Source: an optimization exercise on an open RTL-to-GDS flow (aim: small area, a short achievable clock period and few clock cycles). Production flows keep margins and buffers that such runs may drop. The RTL was checked by simulation tests, not by an equivalence proof against the original design. Power is estimated from default activity; no workload was simulated.

## job 3341
## window_mac5_acc
module window_mac5_acc #(
  parameter int WORD_WIDTH = window_mac5_acc_pkg::DEF_WORD_WIDTH,
  parameter int FRAC_BITS  = window_mac5_acc_pkg::DEF_FRAC_BITS,
  parameter int CNT_WIDTH  = 8
) (
  input  logic                  clk,
  input  logic                  rst,
  input  logic                  w_load,
  input  logic [2:0]            w_idx,
  input  logic [WORD_WIDTH-1:0] w_data,
  input  logic                  start,
  input  logic [CNT_WIDTH-1:0]  acc_len,
  input  logic                  in_valid,
  input  logic [WORD_WIDTH-1:0] data_in_0,
  input  logic [WORD_WIDTH-1:0] data_in_1,
  input  logic [WORD_WIDTH-1:0] data_in_2,
  input  logic [WORD_WIDTH-1:0] data_in_3,
  input  logic [WORD_WIDTH-1:0] data_in_4,
  output logic                  busy,
  output logic                  out_valid,
  output logic [WORD_WIDTH-1:0] out_data
);
export LEC_CHECK = 0
export CAP_MARGIN = 5
export CORE_MARGIN = 2
export CORE_UTILIZATION = 40
export CTS_CLUSTER_DIAMETER = 100
export CTS_CLUSTER_SIZE = 22
export SETUP_SLACK_MARGIN = 4.8
export SLEW_MARGIN = 5
create_clock -name core_clock -period 7.5 [get_ports {clk}]
standard.sh (not shown) runs the stock make flow with config.mk's settings and CLKGATE_MAP_FILE= SYNTH_SCRIPT=/design/flow/synth_recipe.tcl, a recipe that flattens the netlist after the stock synthesis.
==> flow/flow/run.sh <==
#!/bin/bash
set -euo pipefail
export BUFFER_PORTS_ARGS="-buffer_cell sky130_fd_sc_hd__buf_2"
bash standard.sh finish > standard.log 2>&1
Testbench counts of job 3341, summed over its fixed seeds: cycles 17,141.
### job 3341 -> job 6919
# job 3341
export LEC_CHECK = 0
export CAP_MARGIN = 5
export CORE_MARGIN = 2
export CORE_UTILIZATION = 40
export CTS_CLUSTER_DIAMETER = 100
export CTS_CLUSTER_SIZE = 22
export SETUP_SLACK_MARGIN = 4.8
export SLEW_MARGIN = 5
create_clock -name core_clock -period 7.5 [get_ports {clk}]
# job 6919
export LEC_CHECK = 0
export CAP_MARGIN = 20
export CORE_MARGIN = 2
export CORE_UTILIZATION = 40
export SETUP_SLACK_MARGIN = 4.6
export SLEW_MARGIN = 20
create_clock -name core_clock -period 7.5 [get_ports {clk}]
[summary]
- Taking job 3341 as 1.0, job 6919 lands at 1.2 on internal cell power.
- Compared with job 3341, job 6919 shows count of cells resized by post-cts repair that has gone down by more than a quarter.
- End-of-flow core utilization | job 6919 above job 3341
What job 4796 does differently from job 6919 at the input level:
# job 6919
export LEC_CHECK = 0
export CAP_MARGIN = 20
export CORE_MARGIN = 2
export CORE_UTILIZATION = 40
export SETUP_SLACK_MARGIN = 4.6
export SLEW_MARGIN = 20
create_clock -name core_clock -period 7.5 [get_ports {clk}]
# job 4796
export LEC_CHECK = 0
export CAP_MARGIN = 20
export CORE_MARGIN = 2
export CORE_UTILIZATION = 40
export CTS_CLUSTER_DIAMETER = 110
export CTS_CLUSTER_SIZE = 26
export SETUP_SLACK_MARGIN = 4.8
export SLEW_MARGIN = 20
create_clock -name core_clock -period 7.5 [get_ports {clk}]
Notes after the runs:
- The lower worst slew slack as a fraction of its limit of job 6919 and job 4796 is in job 4796.
- Depth of the most critical reg-to-reg path for job 4796 is lower than for job 6919.
- Summary of job 4796 over job 6919: depth of the CTS H-tree lost 1; total global routing track utilization comparable.
- Design area: higher on job 6919
diff inputs: job 4796 => job 8581
# job 4796
export LEC_CHECK = 0
export CAP_MARGIN = 20
export CORE_MARGIN = 2
export CORE_UTILIZATION = 40
export CTS_CLUSTER_DIAMETER = 110
export CTS_CLUSTER_SIZE = 26
export SETUP_SLACK_MARGIN = 4.8
export SLEW_MARGIN = 20
create_clock -name core_clock -period 7.5 [get_ports {clk}]
# job 8581
export LEC_CHECK = 0
export ABC_AREA = 1
export CAP_MARGIN = 20
export CORE_MARGIN = 2
export CORE_UTILIZATION = 40
export CTS_CLUSTER_DIAMETER = 100
export CTS_CLUSTER_SIZE = 22
export SETUP_SLACK_MARGIN = 4.4
export SLEW_MARGIN = 20
create_clock -name core_clock -period 7.5 [get_ports {clk}]
Findings:
Diff job 4796 -> job 8581 | ratio of final minimum period to clock period | increase of 0.97 points
Compared with job 4796, number of standard cells in the final layout excluding fillers in job 8581 increased by more than 10%.
NOTE: antenna diode count in job 8581 falls short of that of job 4796
There was hardly any difference in proportion of cell area spent on the clock network between job 4796 and job 8581.
Comparing job 4796 and job 8581, the higher portion of total power attributed to the clock network was measured on job 4796.
Share of total power consumed by net switching: job 8581 higher than job 4796
Setup changes, job 8581 to job 8711
# job 8581
export LEC_CHECK = 0
export ABC_AREA = 1
export CAP_MARGIN = 20
export CORE_MARGIN = 2
export CORE_UTILIZATION = 40
export CTS_CLUSTER_DIAMETER = 100
export CTS_CLUSTER_SIZE = 22
export SETUP_SLACK_MARGIN = 4.4
export SLEW_MARGIN = 20
create_clock -name core_clock -period 7.5 [get_ports {clk}]
# job 8711
export LEC_CHECK = 0
export CAP_MARGIN = 20
export CORE_MARGIN = 2
export CORE_UTILIZATION = 40
export CTS_CLUSTER_DIAMETER = 100
export CTS_CLUSTER_SIZE = 22
export SETUP_SLACK_MARGIN = 5.0
export SLEW_MARGIN = 20
create_clock -name core_clock -period 7.5 [get_ports {clk}]
### Flow results
- Run comparison: job 8581 source of the critical timing path two_r[7]; job 8711 source of the critical timing path acc[20]
- The top metal layer carrying routed signals comes out met5 in one run and met4 in the other, namely in job 8711 and job 8581 respectively.
- Against job 8581, setup slack in job 8711 came out better.
- When the final numbers for job 8711 and job 8581 were put side by side, the global-route usage turned out to be greater in job 8581.
- The run showing the greater time the final worst path needs with I/O delays and setup is job 8581.
- Of the two values seen for cell type of the slowest stage on the worst timing path, sky130_fd_sc_hd__fa_1 was produced by job 8581 and sky130_fd_sc_hd__nor4_4 by job 8711.
- On power after layout, the lower figure sits with job 8581, not job 8711.
- The worst path arrival time of job 8711 is lower than that of job 8581.

* * *

Setup of v21:
Starting RTL as in the previous note.
Settings: LEC_CHECK=0, CAP_MARGIN=20, CORE_MARGIN=2, CORE_UTILIZATION=40, CTS_CLUSTER_DIAMETER=100, CTS_CLUSTER_SIZE=22, SETUP_SLACK_MARGIN=4.4, SLEW_MARGIN=20; clock period 7.5 ns.
Scripts as last shown in full above: flow/flow/run.sh
Testbench counts of v21, summed over its fixed seeds: cycles 17,141.
## Diff of input files: v49 against v21
- a deleted CTS_CLUSTER_DIAMETER that had been 100
- a deleted CTS_CLUSTER_SIZE that had been 22
--- outcome ---
v49 completed end to end with timing, DRC and antenna clean.
Routed length on met2 ended up 0.34% higher on v49 than on v21.
Summary of v49 over v21: final worst-path setup slack rose 0.045 ns; design area rose 840 um^2.
v49 — relative contribution of combinational cells to total power 3.9 points lower, v21 as reference
The inputs of v1 differ from those of v49 as listed below.
- an added CTS_CLUSTER_SIZE of 22
- a change of SETUP_SLACK_MARGIN from 4.4 to 4.7
- an added CTS_CLUSTER_DIAMETER of 100
Results
Per the final summary, v1 finished and its layout is clean on timing, DRC and antenna. In the reports for v49 and v1, the smaller share of the clock period used by the worst path after layout belongs to v1. On post-cts gate resize count: between v49 and v1, it ends up higher for v1. v1 — sequential share of layout area 0.82 points higher, v49 as reference. Taking v49 as the reference point, the minimum clock period of v1 falls by 0.060 ns. Diff v49 -> v1: met3 wire length went up; proportion of power drawn by combinational gates higher.
#### Input delta (v29 over v1)
- changing SETUP_SLACK_MARGIN from 4.7 to 4.8
Notes after the runs:
- In v29 the routability-driven placement congestion ratio turned out 0.37% higher than in v1.
- Sum of met3 wire segment lengths after detailed routing: v29 < v1
- v29 and v1 ended up with roughly the same net total in the final layout.
- Relative to v1, met2 track demand over resource in global routing has increased by 0.23 points in v29.

* * *

## run C
window_mac5_acc, a different RTL version from the one above (not shown whole).
Size in the first run: about 2900 cells after synthesis, about 420 flip-flops, about 130 I/O pins, about 0.027 mm² of cells after synthesis.
Settings: LEC_CHECK=0, CAP_MARGIN=20, CORE_MARGIN=2, CORE_UTILIZATION=40, SETUP_SLACK_MARGIN=4.3, SLEW_MARGIN=20; clock period 7.5 ns.
run.sh (not shown) runs the stock make flow with config.mk's settings and CLKGATE_MAP_FILE= SYNTH_SCRIPT=/design/flow/synth_recipe.tcl, a recipe that flattens the netlist after the stock synthesis.
Stock flow here: none of the scripts above is used.
Testbench counts of run C, summed over its fixed seeds: cycles 17,141.
Edits applied to the flow inputs when going from run C to run F:
Settings: a change of SETUP_SLACK_MARGIN from 4.3 to 4.0.
==> results.txt <==
Compare run C and run F | register-to-register slack higher: run C. Summary — post-detailed-route wirelength per cell, run F relative to run C: lower, by 0.26 µm. Run F vs run C: number of clock buffers in the layout down by more than 10%. Of run C and run F, the run reporting the lower maximum frequency was run F. Final area came out lower on run F than on run C. Growth of design area from synthesis to finish was lower in the run labelled run F. Power: run F draws less than run C. Run F: sequential share of layout area is 0.77 points higher than what run C reported.

* * *

## before
window_mac5_acc, a different RTL version from the one above (not shown whole).
For scale: about 2500 cells after synthesis, ~410 flip-flops, ~130 I/O pins, about 0.025 mm2 of cells after synthesis.
clock: 7.5 ns
lec_check: 0
cap_margin: 20
core_margin: 2
core_utilization: 40
cts_buf_list: sky130_fd_sc_hd__clkbuf_4 sky130_fd_sc_hd__clkbuf_8
setup_slack_margin: 4.2
slew_margin: 20
standard.sh (not shown) runs the stock make flow with config.mk's settings and CLKGATE_MAP_FILE= SYNTH_SCRIPT=/design/flow/synth_recipe.tcl, a recipe that flattens the netlist after the stock synthesis.
Scripts as last shown in full above: flow/flow/run.sh
Testbench counts of before, summed over its fixed seeds: cycles 17,141.
Input-level comparison between after and before:
diff --git a/flow/config.mk b/flow/config.mk
--- a/flow/config.mk
+++ b/flow/config.mk
@@ -9,5 +9,6 @@
 export CORE_MARGIN = 2
 export CORE_UTILIZATION = 40
-export CTS_BUF_LIST = sky130_fd_sc_hd__clkbuf_4 sky130_fd_sc_hd__clkbuf_8
+export CTS_CLUSTER_DIAMETER = 120
+export CTS_CLUSTER_SIZE = 30
 export SETUP_SLACK_MARGIN = 4.2
 export SLEW_MARGIN = 20
Results
~same combinational-cell power consumption in before and after
~same fmax in before and after
before -> after: register bit count reported by yosys delta 0, exact match
The lower minimum clock period came out of before.
Against before, after reports a power in the clock group that is lower.
In the tables for before and after, non-clock buffer count reads lower with after.
On max-slew violation count, before tracks after almost exactly.
Between before and after, the total area of multi-input combinational cells does not differ in any meaningful way.
Compared with before, after shows via total after detailed routing lower by 266.
after: share of total power in the clock network is 12 points lower than what before reported.
Routed length on met3: after lower than before

## what the ideal ports hide
How much do the figures lean on ideal ports? The routed layouts below were timed once more, with nothing changed but the port constraints. Step 1 assumes that a clkbuf_16 drives the clock port and a buf_2 every other input. Step 2 times the ports against the registers' clock, not the clock port: input delays grow and output delays shrink by t, the midpoint of the rising clock arrivals with the driver on. a / b / c = no drivers / after step 1 / after step 2; a / b = the first two.
| run | t, ns | setup WS [ns] | hold WS [ns] | latest minus earliest clock arrival (ns) | slew at the worst register clock pin (ns) |
|---|---|---|---|---|---|
| job 3341 | 0.624 | 4.628 / 4.628 / 4.207 | 0.467 / 0.467 / 0.467 | 0.030 / 0.030 | 0.10 / 0.10 |
| job 6919 | 0.651 | 4.578 / 4.578 / 4.041 | 0.469 / 0.469 / 0.469 | 0.023 / 0.022 | 0.06 / 0.06 |
| job 4796 | 0.615 | 4.556 / 4.556 / 4.132 | 0.469 / 0.469 / 0.469 | 0.045 / 0.045 | 0.11 / 0.11 |
| job 8581 | 0.623 | 4.483 / 4.483 / 4.000 | 0.439 / 0.439 / 0.439 | 0.035 / 0.035 | 0.10 / 0.10 |
| job 8711 | 0.625 | 4.576 / 4.576 / 4.254 | 0.466 / 0.466 / 0.466 | 0.029 / 0.029 | 0.10 / 0.10 |
| v21 | 0.623 | 4.462 / 4.462 / 3.973 | 0.469 / 0.469 / 0.469 | 0.021 / 0.021 | 0.10 / 0.10 |
| v49 | 0.637 | 4.506 / 4.506 / 3.964 | 0.460 / 0.460 / 0.460 | 0.033 / 0.033 | 0.06 / 0.06 |
| v1 | 0.621 | 4.566 / 4.566 / 4.180 | 0.468 / 0.468 / 0.468 | 0.038 / 0.037 | 0.10 / 0.10 |
| v29 | 0.624 | 4.628 / 4.628 / 4.207 | 0.467 / 0.467 / 0.467 | 0.030 / 0.030 | 0.10 / 0.10 |
| run C | 0.639 | 4.029 / 4.029 / 3.883 | 0.452 / 0.452 / 0.452 | 0.026 / 0.027 | 0.06 / 0.06 |
| run F | 0.633 | 4.012 / 4.012 / 3.601 | 0.444 / 0.444 / 0.444 | 0.021 / 0.021 | 0.07 / 0.07 |
| before | 0.714 | 4.309 / 4.309 / 3.688 | 0.456 / 0.456 / 0.456 | 0.044 / 0.044 | 0.07 / 0.07 |
| after | 0.605 | 4.302 / 4.302 / 3.797 | 0.463 / 0.463 / 0.463 | 0.031 / 0.031 | 0.12 / 0.12 |
After both steps setup and hold are still met in every run listed. For before, which loses most, drivers alone change the setup slack by 0.000 ns; drivers and shift together by -0.621 ns.
